Background: an optimization exercise with open tools, aiming at small area. Do not read the settings as production practice.
Where RTL was checked, it was by simulation tests only, not by an equivalence proof against the original.
Power figures rest on the tool's default switching activity, not on a simulated workload.

==> flow/design.v <==
module matmul_sequencer (
  input  logic       clk,
  input  logic       rst,
  input  logic       rx_valid,
  input  logic [7:0] rx_data,
  output logic [7:0] tx_data,
  output logic       tx_valid,
  input  logic       tx_ready,
  output logic       busy,
  output logic       done,
  output logic       err
);
  localparam logic [2:0] HDR   = 3'd0;
  localparam logic [2:0] LDA   = 3'd1;
  localparam logic [2:0] LDB   = 3'd2;
  localparam logic [2:0] FLUSH = 3'd3;
  localparam logic [2:0] CAPA  = 3'd4;
  localparam logic [2:0] CAPB  = 3'd5;
  localparam logic [2:0] MUL   = 3'd6;
  localparam logic [2:0] SEND  = 3'd7;
  logic [2:0]    st_q;
  logic [1:0]    bcnt_q, hcnt_q;
  logic [1:0]    m_q, n_q, p_q;       
  logic [1:0]    i_q, j_q, k_q;
  logic [4:0]    ph_q;                
  logic [4:0]    pslot_q;             
  logic          pend_q;
  logic          done_q, err_q;
  logic [31:0]   x_q, acc_q;
  logic [1023:0] ring_q;
  logic        loading, wdone, dim_ok;
  logic [31:0] word_d, tap;
  logic [4:0]  ins_pos, tap_slot, a_slot, b_slot;
  logic        tap_a, tap_b, ybit;
  logic [4:0]  b_pos;
  logic [7:0]  ins_q, insn_q;
  logic        pend_d;
  logic [4:0]  pslot_d, ins_pos_d;
  assign loading = (st_q == HDR) || (st_q == LDA) || (st_q == LDB);
  assign wdone   = loading && rx_valid && (bcnt_q == 2'd3);
  assign word_d  = {acc_q[23:0], rx_data};
  assign dim_ok  = (acc_q[23:0] == 24'd0) && (rx_data != 8'd0) &&
                   (rx_data <= 8'd4);
  assign a_slot   = {1'b0, i_q, k_q};
  assign b_slot   = {1'b1, k_q, j_q};
  assign tap      = ~ring_q[1023:992];
  assign tap_slot = ~ph_q;
  assign tap_a    = (tap_slot == a_slot);
  assign tap_b    = (tap_slot == b_slot);
  assign ins_pos  = pslot_q + ph_q + 5'd1;
  assign b_pos    = b_slot + ph_q;
  always_comb begin
    ybit = 1'b0;
    for (int q = 0; q < 32; q++)
      if (b_pos == 5'(q)) ybit = ring_q[33*q] ^ b_pos[2];
  end
  always_ff @(posedge clk) begin
    for (int q = 0; q < 32; q++) begin
      if ((q % 4) == 0)
        ring_q[32*q +: 32] <= ~(((((q / 4) % 2) == 1 ? x_q : ~x_q) |
                                 {32{insn_q[q/4]}}) &
                                (ring_q[32*((q+31)%32) +: 32] |
                                 {32{ins_q[q/4]}}));
      else
        ring_q[32*q +: 32] <= ring_q[32*((q+31)%32) +: 32];
    end
  end
  always_comb begin
    pend_d = pend_q && (ins_pos[1:0] != 2'd0);
    pslot_d = pslot_q;
    if ((st_q == LDA || st_q == LDB) && wdone) begin
      pend_d  = 1'b1;
      pslot_d = (st_q == LDA) ? a_slot : b_slot;
    end
    ins_pos_d = pslot_d + ph_q + 5'd2;
  end
  always_ff @(posedge clk) begin
    for (int g = 0; g < 8; g++) begin
      ins_q[g]  <= pend_d && (ins_pos_d == 5'(4*g));
      insn_q[g] <= !(pend_d && (ins_pos_d == 5'(4*g)));
    end
  end
  logic [31:0] addend;
  logic [16:0] sum_lo;
  logic [15:0] sum_hi;
  logic        shift8, cy_q;
  assign shift8 = (loading && rx_valid) || st_q == FLUSH ||
                  (st_q == SEND && tx_ready);
  assign addend = (st_q == MUL && ybit) ? x_q : 32'd0;
  logic [32:0] cc;
  logic [31:0] ss;
  always_comb begin
    cc[0] = 1'b0;
    for (int b = 0; b < 32; b++) begin
      logic ci;
      ci = (b == 16) ? cy_q : cc[b];
      ss[b]   = acc_q[b] ^ addend[b] ^ ci;
      cc[b+1] = (acc_q[b] & addend[b]) | (acc_q[b] & ci) | (addend[b] & ci);
    end
  end
  assign sum_lo = {cc[16], ss[15:0]};
  assign sum_hi = ss[31:16];
  always_ff @(posedge clk) begin
    if (shift8)
      acc_q <= {acc_q[23:0], loading ? rx_data : 8'd0};
    else
      acc_q <= {sum_hi, sum_lo[15:0]};
  end
  always_ff @(posedge clk) begin
    if ((st_q == LDA || st_q == LDB) && wdone)
      x_q <= word_d;
    else if (st_q == CAPA && tap_a)
      x_q <= tap;
    else if (st_q == MUL)
      x_q <= {x_q[30:0], 1'b0};
  end
  always_ff @(posedge clk) begin
    if (st_q == HDR && wdone && dim_ok) begin
      case (hcnt_q)
        2'd0:    m_q <= rx_data[1:0] - 2'd1;
        2'd1:    n_q <= rx_data[1:0] - 2'd1;
        default: p_q <= rx_data[1:0] - 2'd1;
      endcase
    end
    pslot_q <= pslot_d;
  end
  always_ff @(posedge clk or posedge rst) begin
    if (rst) begin
      st_q    <= HDR;
      bcnt_q  <= '0;
      hcnt_q  <= '0;
      i_q     <= '0;
      j_q     <= '0;
      k_q     <= '0;
      pend_q  <= 1'b0;
      done_q  <= 1'b0;
      err_q   <= 1'b0;
      ph_q    <= '0;
      cy_q    <= 1'b0;
    end else begin
      cy_q   <= !shift8 && sum_lo[16];
      ph_q   <= ph_q + 5'd1;
      done_q <= 1'b0;
      err_q  <= 1'b0;
      if (pend_q && ins_pos[1:0] == 2'd0)
        pend_q <= 1'b0;
      if (loading && rx_valid)
        bcnt_q <= bcnt_q + 2'd1;
      case (st_q)
        HDR: if (wdone) begin
          if (!dim_ok) begin
            err_q  <= 1'b1;
            hcnt_q <= '0;
          end else begin
            hcnt_q <= hcnt_q + 2'd1;
            if (hcnt_q == 2'd2) begin
              st_q   <= LDA;
              hcnt_q <= '0;
            end
          end
        end
        LDA: if (wdone) begin
          pend_q  <= 1'b1;
          if (k_q == n_q) begin
            k_q <= '0;
            if (i_q == m_q) begin
              st_q <= LDB;
              i_q  <= '0;
            end else begin
              i_q <= i_q + 2'd1;
            end
          end else begin
            k_q <= k_q + 2'd1;
          end
        end
        LDB: if (wdone) begin
          pend_q  <= 1'b1;
          if (j_q == p_q) begin
            j_q <= '0;
            if (k_q == n_q) begin
              st_q <= FLUSH;
              k_q  <= '0;
            end else begin
              k_q <= k_q + 2'd1;
            end
          end else begin
            j_q <= j_q + 2'd1;
          end
        end
        FLUSH: begin
          bcnt_q <= bcnt_q + 2'd1;
          if (bcnt_q == 2'd3)
            st_q <= CAPA;
        end
        CAPA: if (tap_a) begin
          st_q <= CAPB;
        end
        CAPB: if (tap_b) begin
          st_q <= MUL;
        end
        MUL: begin
          if (x_q == 32'd0) begin
            if (k_q == n_q)
              st_q <= SEND;
            else begin
              k_q  <= k_q + 2'd1;
              st_q <= CAPA;
            end
          end
        end
        SEND: if (tx_ready) begin
          bcnt_q <= bcnt_q + 2'd1;
          if (bcnt_q == 2'd3) begin
            k_q  <= '0;
            st_q <= CAPA;
            if (j_q == p_q) begin
              j_q <= '0;
              if (i_q == m_q) begin
                i_q    <= '0;
                st_q   <= HDR;
                done_q <= 1'b1;
              end else begin
                i_q <= i_q + 2'd1;
              end
            end else begin
              j_q <= j_q + 2'd1;
            end
          end
        end
        default: st_q <= HDR;
      endcase
    end
  end
  assign tx_data  = acc_q[31:24];
  assign tx_valid = (st_q == SEND);
  assign busy     = st_q[2] || (st_q == FLUSH);
  assign done     = done_q;
  assign err      = err_q;
endmodule
Settings: LEC_CHECK=0, CAP_MARGIN=20, CORE_MARGIN=2, CORE_UTILIZATION=60, CTS_BUF_LIST=sky130_fd_sc_hd__clkbuf_16, CTS_CLUSTER_DIAMETER=55, CTS_CLUSTER_SIZE=34, PLACE_DENSITY=0.8, SLEW_MARGIN=20; clock period 11.0 ns.
run.sh (not shown) runs the stock make flow with config.mk's settings and CLKGATE_MAP_FILE= SYNTH_SCRIPT=/design/flow/synth_recipe.tcl, a recipe that flattens the netlist after the stock synthesis.
==> next run, changes <==
--- a/flow/design.v
+++ b/flow/design.v
@@ -77,37 +77,17 @@
   always_ff @(posedge clk) begin
     for (int g = 0; g < 8; g++) begin
       ins_q[g]  <= pend_d && (ins_pos_d == 5'(4*g));
       insn_q[g] <= !(pend_d && (ins_pos_d == 5'(4*g)));
     end
   end
-  logic [31:0] addend;
-  logic [16:0] sum_lo;
-  logic [15:0] sum_hi;
-  logic        shift8, cy_q;
-  assign shift8 = (loading && rx_valid) || st_q == FLUSH ||
-                  (st_q == SEND && tx_ready);
-  assign addend = (st_q == MUL && ybit) ? x_q : 32'd0;
-  logic [32:0] cc;
-  logic [31:0] ss;
-  always_comb begin
-    cc[0] = 1'b0;
-    for (int b = 0; b < 32; b++) begin
-      logic ci;
-      ci = (b == 16) ? cy_q : cc[b];
-      ss[b]   = acc_q[b] ^ addend[b] ^ ci;
-      cc[b+1] = (acc_q[b] & addend[b]) | (acc_q[b] & ci) | (addend[b] & ci);
-    end
-  end
-  assign sum_lo = {cc[16], ss[15:0]};
-  assign sum_hi = ss[31:16];
-  always_ff @(posedge clk) begin
-    if (shift8)
+  always_ff @(posedge clk) begin
+    if ((loading && rx_valid) || st_q == FLUSH || (st_q == SEND && tx_ready))
       acc_q <= {acc_q[23:0], loading ? rx_data : 8'd0};
     else
-      acc_q <= {sum_hi, sum_lo[15:0]};
+      acc_q <= acc_q + ((st_q == MUL && ybit) ? x_q : 32'd0);
   end
   always_ff @(posedge clk) begin
     if ((st_q == LDA || st_q == LDB) && wdone)
       x_q <= word_d;
     else if (st_q == CAPA && tap_a)
       x_q <= tap;
@@ -133,15 +113,13 @@
       j_q     <= '0;
       k_q     <= '0;
       pend_q  <= 1'b0;
       done_q  <= 1'b0;
       err_q   <= 1'b0;
       ph_q    <= '0;
-      cy_q    <= 1'b0;
     end else begin
-      cy_q   <= !shift8 && sum_lo[16];
       ph_q   <= ph_q + 5'd1;
       done_q <= 1'b0;
       err_q  <= 1'b0;
       if (pend_q && ins_pos[1:0] == 2'd0)
         pend_q <= 1'b0;
       if (loading && rx_valid)
@@ -196,13 +174,13 @@
           st_q <= CAPB;
         end
         CAPB: if (tap_b) begin
           st_q <= MUL;
         end
         MUL: begin
-          if (x_q == 32'd0) begin
+          if (tap_b) begin
             if (k_q == n_q)
               st_q <= SEND;
             else begin
               k_q  <= k_q + 2'd1;
               st_q <= CAPA;
             end
=> Final cell count increases by about 5%; clock-buffer cell count increases by 3; non-clock buffer count decreases by 7; total power increases by 8.2%; critical path depth decreases by 10; design area increases by about 2.4%; global-route usage decreases by 0.32 points; setup slack is better by 3.4 ns; clock skew decreases by 0.020 ns; area after synthesis increases by about 2.3%; core utilization barely changes; hold slack is better by 0.011 ns.

---

Starts from the design.v that is shown in full above.
==> flow/config.mk <==
export PLATFORM = sky130hd
export DESIGN_NAME = matmul_sequencer
export DESIGN_NICKNAME = matmul_sequencer
export VERILOG_FILES = /design/flow/design.v
export SDC_FILE = /design/flow/constraint.sdc
export NUM_CORES = 4
export LEC_CHECK = 0
export CAP_MARGIN = 20
export CORE_MARGIN = 2
export CORE_UTILIZATION = 60
export CTS_BUF_LIST = sky130_fd_sc_hd__clkbuf_16
export CTS_CLUSTER_DIAMETER = 55
export CTS_CLUSTER_SIZE = 34
export PLACE_DENSITY = 0.8
export SLEW_MARGIN = 20
==> flow/constraint.sdc <==
create_clock -name core_clock -period 11.0 [get_ports {clk}]
set_input_delay 2.2000 -clock core_clock [delete_from_list [all_inputs] [get_ports {clk}]]
set_output_delay 2.2000 -clock core_clock [all_outputs]
set_load 0.01 [all_outputs]
standard.sh (not shown) runs the stock make flow with config.mk's settings and CLKGATE_MAP_FILE= SYNTH_SCRIPT=/design/flow/synth_recipe.tcl, a recipe that flattens the netlist after the stock synthesis.
==> flow/flow/run.sh <==
#!/bin/bash
# The standard layout with two changes: the port buffers use the smallest
# buffer cell (sky130_fd_sc_hd__buf_1), and clock tree synthesis adds no
# dummy loads to balance its leaf nets.
set -euo pipefail
cd "$(dirname "$0")/.."
export BUFFER_PORTS_ARGS="-buffer_cell sky130_fd_sc_hd__buf_1"
export CTS_ARGS="-sink_clustering_enable -repair_clock_nets -sink_clustering_size 34 -sink_clustering_max_diameter 55 -buf_list sky130_fd_sc_hd__clkbuf_16 -dont_use_dummy_load"
bash standard.sh finish > standard_finish.log 2>&1
Edit:
--- a/flow/design.v
+++ b/flow/design.v
@@ -46,7 +46,7 @@
   assign tap      = ~ring_q[1023:992];
   assign tap_slot = ~ph_q;
   assign tap_a    = (tap_slot == a_slot);
-  assign tap_b    = (tap_slot == b_slot);
+  assign tap_b    = (b_pos == 5'd31);
   assign ins_pos  = pslot_q + ph_q + 5'd1;
   assign b_pos    = b_slot + ph_q;
   always_comb begin
The new run went through all stages and came out clean.
Via count went down slightly.
Worst hold slack is better by 0.023 ns.
Die area came out lower slightly.
Clock power rises by a few percent.
Worst setup slack degrades by 0.084 ns.
Count of clock-buffer cells in the layout goes up by 2.

---

matmul_sequencer with an RTL version that a note above also has.
Size in the first run: ~1,900 cells after synthesis, ~24 I/O pins, about 28,000 sq um of cells after synthesis.
Settings: LEC_CHECK=0, CAP_MARGIN=20, CORE_MARGIN=2, CORE_UTILIZATION=60, CTS_BUF_LIST=sky130_fd_sc_hd__clkbuf_16, CTS_CLUSTER_DIAMETER=55, CTS_CLUSTER_SIZE=34, PLACE_DENSITY=0.8, SLEW_MARGIN=20; clock period 11.0 ns.
==> flow/flow/run.sh <==
#!/bin/bash
# The standard layout (standard.sh) with three changes:
#  - synthesis maps with an area-oriented ABC script (flow/synth_abc.tcl);
#  - the port buffers use the smallest buffer cell, sky130_fd_sc_hd__buf_1;
#  - clock tree synthesis adds no dummy loads to balance its leaf nets.
set -euo pipefail
cd "$(dirname "$0")/.."
W=$PWD
export CUSTOM_ABC_SCRIPT=$W/flow/abc_area.script
export FLOW_SYNTH_TCL=$W/synth_recipe.tcl
export BUFFER_PORTS_ARGS="-buffer_cell sky130_fd_sc_hd__buf_1"
export CTS_ARGS="-sink_clustering_enable -repair_clock_nets -sink_clustering_size 34 -sink_clustering_max_diameter 55 -buf_list sky130_fd_sc_hd__clkbuf_16 -dont_use_dummy_load"
sed "s#SYNTH_SCRIPT=[^ ]*#SYNTH_SCRIPT=$W/flow/synth_abc.tcl#" standard.sh > standard_abc.sh
bash standard_abc.sh finish > standard_finish.log 2>&1
==> flow/flow/abc_area.script <==
&get -n
&st
&syn2
&dch -f
&nf -a -R 1000
&st
&synch2
&dch -f
&nf -a -R 1000
&st
&syn2
&dch -f
&nf -a -R 1000
&st
&synch2
&dch -f
&nf -a -R 1000
&st
&dch -f
&nf -a -R 1000
&st
&dch -f
&nf -a -R 1000
&put
topo
stime -c
==> flow/flow/synth_abc.tcl <==
# The standard synthesis (synth_recipe.tcl) unchanged, except that ABC's
# technology mapping runs the area-oriented script flow/abc_area.script
# instead of ORFS's speed script. ABC maps only combinational logic, so the
# registers are the same as the standard synthesis's.
proc abc {args} {
  set i [lsearch -exact $args -script]
  if { $i >= 0 } { lset args [expr {$i + 1}] $::env(CUSTOM_ABC_SCRIPT) }
  yosys abc {*}$args
}
source $::env(FLOW_SYNTH_TCL)
The starting point completed without violations.
Change:
--- a/flow/design.v
+++ b/flow/design.v
@@ -25,41 +25,43 @@
   logic [4:0]    ph_q;                
   logic [4:0]    pslot_q;             
   logic          pend_q;
   logic          done_q, err_q;
   logic [31:0]   x_q, acc_q;
   logic [1023:0] ring_q;
   logic        loading, wdone, dim_ok;
   logic [31:0] word_d, tap;
   logic [4:0]  ins_pos, tap_slot, a_slot, b_slot;
-  logic        tap_a, tap_b, ybit;
+  logic        tap_a, tap_b, ybit, ybit_d;
   logic [4:0]  b_pos;
   logic [7:0]  ins_q, insn_q;
   logic        pend_d;
   logic [4:0]  pslot_d, ins_pos_d;
   assign loading = (st_q == HDR) || (st_q == LDA) || (st_q == LDB);
   assign wdone   = loading && rx_valid && (bcnt_q == 2'd3);
   assign word_d  = {acc_q[23:0], rx_data};
   assign dim_ok  = (acc_q[23:0] == 24'd0) && (rx_data != 8'd0) &&
                    (rx_data <= 8'd4);
   assign a_slot   = {1'b0, i_q, k_q};
   assign b_slot   = {1'b1, k_q, j_q};
   assign tap      = ~ring_q[1023:992];
   assign tap_slot = ~ph_q;
   assign tap_a    = (tap_slot == a_slot);
   assign tap_b    = (b_pos == 5'd31);
   assign ins_pos  = pslot_q + ph_q + 5'd1;
   assign b_pos    = b_slot + ph_q;
   always_comb begin
-    ybit = 1'b0;
+    ybit_d = 1'b0;
     for (int q = 0; q < 32; q++)
-      if (b_pos == 5'(q)) ybit = ring_q[33*q] ^ b_pos[2];
-  end
+      if (b_pos == 5'(q)) ybit_d = ring_q[32*q + (q+1)%32] ^ b_pos[2];
+  end
+  always_ff @(posedge clk)
+    ybit <= ybit_d;
   always_ff @(posedge clk) begin
     for (int q = 0; q < 32; q++) begin
       if ((q % 4) == 0)
         ring_q[32*q +: 32] <= ~(((((q / 4) % 2) == 1 ? x_q : ~x_q) |
                                  {32{insn_q[q/4]}}) &
                                 (ring_q[32*((q+31)%32) +: 32] |
                                  {32{ins_q[q/4]}}));
       else
         ring_q[32*q +: 32] <= ring_q[32*((q+31)%32) +: 32];
The changed run produced a clean layout; synthesized cell count rose by 1.5%; combinational power shrinks by about 90%; cell area goes up by 0.52%; setup slack gets better by 2.0 ns; routed wire length is higher by about 1.2%; first-iteration DRC count is lower by 3.9%; via count grows by 2.0%; global-route usage rises by 0.46 points; final cell count went up by about 1.3%.
Function not checked in the second run of this note: the RTL went through the layout flow alone.

## static timing again, ports no longer ideal
In the flow no input, the clock included, has a driving cell. The finished layouts below were timed again as built, in two steps. Step 1 (the two cells are an assumption about what drives the block):
set clk [get_ports {clk}]
set_driving_cell -lib_cell sky130_fd_sc_hd__clkbuf_16 $clk
set_driving_cell -lib_cell sky130_fd_sc_hd__buf_2 [delete_from_list [all_inputs] $clk]
Step 2 adds t to the input delays and takes it off the output delays; t is the mean of the earliest and latest rising clock arrival at the registers after step 1. Input paths then give back, and output paths get back, about the clock's delay inside the block. Three values: ideal, step 1, step 2; two values: the first two.
run | shift t [ns] | slack for setup (ns) | clock arrival spread, ns | worst register clock-pin slew, ns | cell pins on the clock port's net
the first run of note 1 | 0.671 | 0.576 / 0.576 / 0.576 | 0.051 / 0.051 | 0.12 / 0.12 | 1
the second run of note 1 | 0.677 | 3.960 / 3.960 / 3.960 | 0.035 / 0.035 | 0.12 / 0.12 | 1
the first run of note 2 | 0.643 | 0.632 / 0.632 / 0.632 | 0.112 / 0.111 | 0.12 / 0.12 | 1
the second run of note 2 | 0.662 | 0.547 / 0.547 / 0.547 | 0.081 / 0.080 | 0.12 / 0.12 | 1
the first run of note 3 | 0.639 | 0.610 / 0.610 / 0.610 | 0.104 / 0.104 | 0.12 / 0.12 | 1
the second run of note 3 | 0.647 | 2.660 / 2.660 / 2.660 | 0.097 / 0.097 | 0.12 / 0.12 | 1
After both steps setup and hold are still met in every run listed.
